Background: an optimization exercise with open tools, aiming at small area and a short achievable clock period. Do not read the settings as production practice.
Only simulation tests tie the RTL to the original design; equivalence was not proved.

==> flow/design.v (excerpt) <==
module md_unit #(
  parameter int MULT_CYCLES = mdu_pkg::MULT_CYCLES_DEF,
  parameter int DIV_CYCLES  = mdu_pkg::DIV_CYCLES_DEF
) (
  input  logic        clk,
  input  logic        reset_n,
  input  logic        start,
  input  logic [3:0]  op,
  input  logic [31:0] a,
  input  logic [31:0] b,
  output logic        busy,
  output logic [31:0] hi,
  output logic [31:0] lo
);
Size in the first run: about 2300 cells after synthesis, about 180 flip-flops, ~0.017 mm^2 of cells after synthesis.
export LEC_CHECK = 0
export ABC_AREA = 1
export CAP_MARGIN = 20
export CORE_MARGIN = 2
export CORE_UTILIZATION = 40
export SLEW_MARGIN = 20
create_clock -name core_clock -period 125.0 [get_ports {clk}]
standard.sh (not shown) runs the stock make flow with config.mk's settings and CLKGATE_MAP_FILE= SYNTH_SCRIPT=/design/flow/synth_recipe.tcl, a recipe that flattens the netlist after the stock synthesis.
==> flow/flow/run.sh <==
#!/bin/bash
# Standard layout, with plain buffers on the ports; timing repair also works on paths with less
# than 98.8 ns of slack (the input port paths), which set the achieved period.
set -euo pipefail
bash standard.sh BUFFER_PORTS_ARGS="-buffer_cell sky130_fd_sc_hd__buf_1" SETUP_SLACK_MARGIN=98.8 CTS_ARGS="-sink_clustering_enable -repair_clock_nets -dont_use_dummy_load -root_buf sky130_fd_sc_hd__clkbuf_16 -buf_list sky130_fd_sc_hd__clkbuf_8 -sink_clustering_max_diameter 60" finish > make_finish.log 2>&1
==> next run, changes <==
==> flow/flow/run.sh (replaced) <==
#!/bin/bash
# Standard layout, with plain buffers on the ports; timing repair also works on paths with less
# than 98.8 ns of slack (the input port paths), which set the achieved period.
set -euo pipefail
bash standard.sh BUFFER_PORTS_ARGS="-buffer_cell sky130_fd_sc_hd__buf_1" SETUP_SLACK_MARGIN=98.8 CTS_ARGS="-sink_clustering_enable -repair_clock_nets -dont_use_dummy_load -root_buf sky130_fd_sc_hd__clkbuf_16 -buf_list {sky130_fd_sc_hd__clkbuf_8 sky130_fd_sc_hd__clkbuf_16}" finish > make_finish.log 2>&1
--- a/flow/config.mk
+++ b/flow/config.mk
@@ -10,3 +10,4 @@
 export CORE_MARGIN = 2
 export CORE_UTILIZATION = 40
+export GPL_TIMING_DRIVEN = 0
 export SLEW_MARGIN = 20
Via count is higher by about 7%.
First-iteration DRC count is higher by 31%.
Worst setup slack gets worse by 98 ps.
Flip-flop and latch count is unchanged.
Area after synthesis stays the same.
Count of clock-buffer cells in the layout is unchanged.
Routed wire length is higher by 23%.
==> next run, changes <==
==> flow/flow/run.sh (replaced) <==
#!/bin/bash
# Standard layout, with plain buffers on the ports; timing repair also works on paths with less
# than 98.8 ns of slack (the input port paths), which set the achieved period.
set -euo pipefail
bash standard.sh BUFFER_PORTS_ARGS="-buffer_cell sky130_fd_sc_hd__buf_1" SETUP_SLACK_MARGIN=98.8 CTS_ARGS="-sink_clustering_enable -repair_clock_nets -dont_use_dummy_load -root_buf sky130_fd_sc_hd__clkbuf_16 -buf_list sky130_fd_sc_hd__clkbuf_8" finish > make_finish.log 2>&1
--- a/flow/config.mk
+++ b/flow/config.mk
@@ -9,5 +9,4 @@
 export CAP_MARGIN = 20
 export CORE_MARGIN = 2
-export CORE_UTILIZATION = 40
-export GPL_TIMING_DRIVEN = 0
+export CORE_UTILIZATION = 60
 export SLEW_MARGIN = 20
What happened: Setup slack is better by 110 ps; fmax goes up by 0.41%; critical path depth grows by 1.
==> next run, changes <==
--- a/flow/config.mk
+++ b/flow/config.mk
@@ -9,4 +9,4 @@
 export CAP_MARGIN = 20
 export CORE_MARGIN = 2
-export CORE_UTILIZATION = 60
+export CORE_UTILIZATION = 70
 export SLEW_MARGIN = 20
Result: The changed run completed with no timing, DRC or antenna violations. Maximum frequency is about the same. Routed wire length hardly moves. Final area barely changes. Count of clock-buffer cells in the layout stays the same. Utilization grows by 11 points. Critical path depth does not change. Global-route usage grows by 5.7 points. Via count grows by about 3.6%. Final cell count shrinks by 2.1%.

Another version of the RTL of md_unit (not shown whole).
Size: ~2500 cells after synthesis, roughly 18000 um2 of cells after synthesis.
Settings: LEC_CHECK=0, ABC_AREA=1, CAP_MARGIN=20, CORE_MARGIN=2, CORE_UTILIZATION=40, SLEW_MARGIN=20; clock period 125.0 ns.
run.sh (not shown) runs the stock make flow with config.mk's settings and CLKGATE_MAP_FILE= SYNTH_SCRIPT=/design/flow/synth_recipe.tcl, a recipe that flattens the netlist after the stock synthesis.
Stock flow here: none of the scripts above is used.
The first run produced a clean layout.
Then changed:
==> flow/flow/run.sh (new file) <==
#!/bin/bash
# Standard layout, with plain buffers (instead of the resizer's default pick) on the ports.
set -euo pipefail
bash standard.sh BUFFER_PORTS_ARGS="-buffer_cell sky130_fd_sc_hd__buf_1" finish > make_finish.log 2>&1
==> flow/standard.sh (new file) <==
#!/bin/bash
# synth_recipe.tcl (not shown) runs the flow's synth.tcl, then flattens the netlist and writes it again
# the make line also repeats each setting of config.mk as NAME=value (left out here)
make -C /OpenROAD-flow-scripts/flow DESIGN_CONFIG=/design/flow/config.mk WORK_HOME=/design/flow/orfs CLKGATE_MAP_FILE= SYNTH_SCRIPT=/design/flow/synth_recipe.tcl "${@:-finish}"
removed: flow/run.sh
Outcome: Final cell count is about the same. Wire length went up by 0.35%. Worst setup slack gains 0.40 ns. Die area is unchanged. Global-route usage stays flat. Count of clock-buffer cells in the layout went up by 3. Clock skew drops by 0.0035 ns. Sequential share of layout area climbs by 0.90 points. Worst hold slack loses 0.0080 ns. Fmax climbs by 1.5%.

Setup of tundra:
md_unit, a different RTL version from the one above (not shown whole).
Size in the first run: about 2300 cells after synthesis, about 180 flip-flops, ~17000 µm² of cells after synthesis.
==> flow/config.mk <==
export PLATFORM = sky130hd
export DESIGN_NAME = md_unit
export DESIGN_NICKNAME = md_unit
export VERILOG_FILES = /design/flow/design.v
export SDC_FILE = /design/flow/constraint.sdc
export NUM_CORES = 4
export LEC_CHECK = 0
export ABC_AREA = 1
export CAP_MARGIN = 20
export CORE_MARGIN = 2
export CORE_UTILIZATION = 40
export SLEW_MARGIN = 20
==> flow/constraint.sdc <==
create_clock -name core_clock -period 125.0 [get_ports {clk}]
set_input_delay 25.0000 -clock core_clock [delete_from_list [all_inputs] [get_ports {clk}]]
set_output_delay 25.0000 -clock core_clock [all_outputs]
set_load 0.01 [all_outputs]
standard.sh (not shown) runs the stock make flow with config.mk's settings and CLKGATE_MAP_FILE= SYNTH_SCRIPT=/design/flow/synth_recipe.tcl, a recipe that flattens the netlist after the stock synthesis.
==> flow/flow/run.sh <==
#!/bin/bash
# Standard layout, with plain buffers on the ports; timing repair also works on paths with less
# than 98.8 ns of slack (the input port paths), which set the achieved period.
set -euo pipefail
bash standard.sh BUFFER_PORTS_ARGS="-buffer_cell sky130_fd_sc_hd__buf_1" SETUP_SLACK_MARGIN=98.8 CTS_ARGS="-sink_clustering_enable -repair_clock_nets -dont_use_dummy_load" finish > make_finish.log 2>&1
For juniper, these inputs were changed with respect to tundra:
==> flow/flow/run.sh <==
#!/bin/bash
# Standard layout, with plain buffers on the ports; timing repair also works on paths with less
# than 98.8 ns of slack (the input port paths), which set the achieved period.
set -euo pipefail
bash standard.sh BUFFER_PORTS_ARGS="-buffer_cell sky130_fd_sc_hd__buf_1" SETUP_SLACK_MARGIN=98.8 finish > make_finish.log 2>&1
Results
juniper: full flow OK, the timing, DRC and antenna checks passed. On total global-route track usage, juniper tracks tundra almost exactly. juniper ended up with more standard cells than tundra. Re critical path depth: no difference whatsoever between juniper and tundra. Hold slack across juniper and tundra: no real change. [compare] base=tundra new=juniper: share of final-layout standard cells stronger than drive strength 1 up 0.47 points, routed length per instance went down by about 0.8%.
Modified inputs, willow compared to juniper
--- a/flow/flow/run.sh
+++ b/flow/flow/run.sh
@@ -5 +5 @@
-bash standard.sh BUFFER_PORTS_ARGS="-buffer_cell sky130_fd_sc_hd__buf_1" SETUP_SLACK_MARGIN=98.8 finish > make_finish.log 2>&1
+bash standard.sh BUFFER_PORTS_ARGS="-buffer_cell sky130_fd_sc_hd__buf_1" SETUP_SLACK_MARGIN=98.8 CTS_ARGS="-sink_clustering_enable -repair_clock_nets -dont_use_dummy_load -root_buf sky130_fd_sc_hd__clkbuf_16 -buf_list sky130_fd_sc_hd__clkbuf_8" finish > make_finish.log 2>&1
[summary]
- Relative slew slack improves in willow relative to juniper.
- [willow vs juniper] fraction of final layout cells with drive strength greater than 1: lower in willow
- For juniper, the endpoint of the most critical setup path was hi[5], unlike willow, where it was lo[27].
- Diff juniper -> willow: routing usage on met2 lower.

## what the ideal ports hide
The flow's constraints put no driver on any port. The routed layouts listed below were extracted and timed again, unchanged, in two steps. Step 1 sets driving cells, clkbuf_16 on the clock port and buf_2 on the other inputs (assumed; they add their load-dependent delay and slew). Step 2 also shifts input and output timing later by t, the mid clock arrival at the registers, as if the neighbouring blocks saw the same clock. a / b / c = no drivers / after step 1 / after step 2; a / b = the first two.
run	t, ns	setup slack, ns	worst setup path after step 2
the first run of note 1	0.472	98.893 / 98.848 / 98.456	input to register
the second run of note 1	0.546	98.795 / 98.819 / 98.274	input to register
the third run of note 1	0.449	98.902 / 98.883 / 98.476	input to register
the fourth run of note 1	0.444	98.865 / 98.868 / 98.451	input to register
the first run of note 2	0.550	98.419 / 98.450 / 97.900	input to register
the second run of note 2	0.546	98.818 / 98.848 / 98.302	input to register
tundra	0.540	98.896 / 98.838 / 98.425	input to register
juniper	0.540	98.903 / 98.845 / 98.428	input to register
willow	0.491	98.926 / 98.874 / 98.470	input to register
After both steps every run listed still meets setup and hold. For the second run of note 1, which loses most, drivers alone change the setup slack by +0.024 ns; drivers and shift together by -0.521 ns.
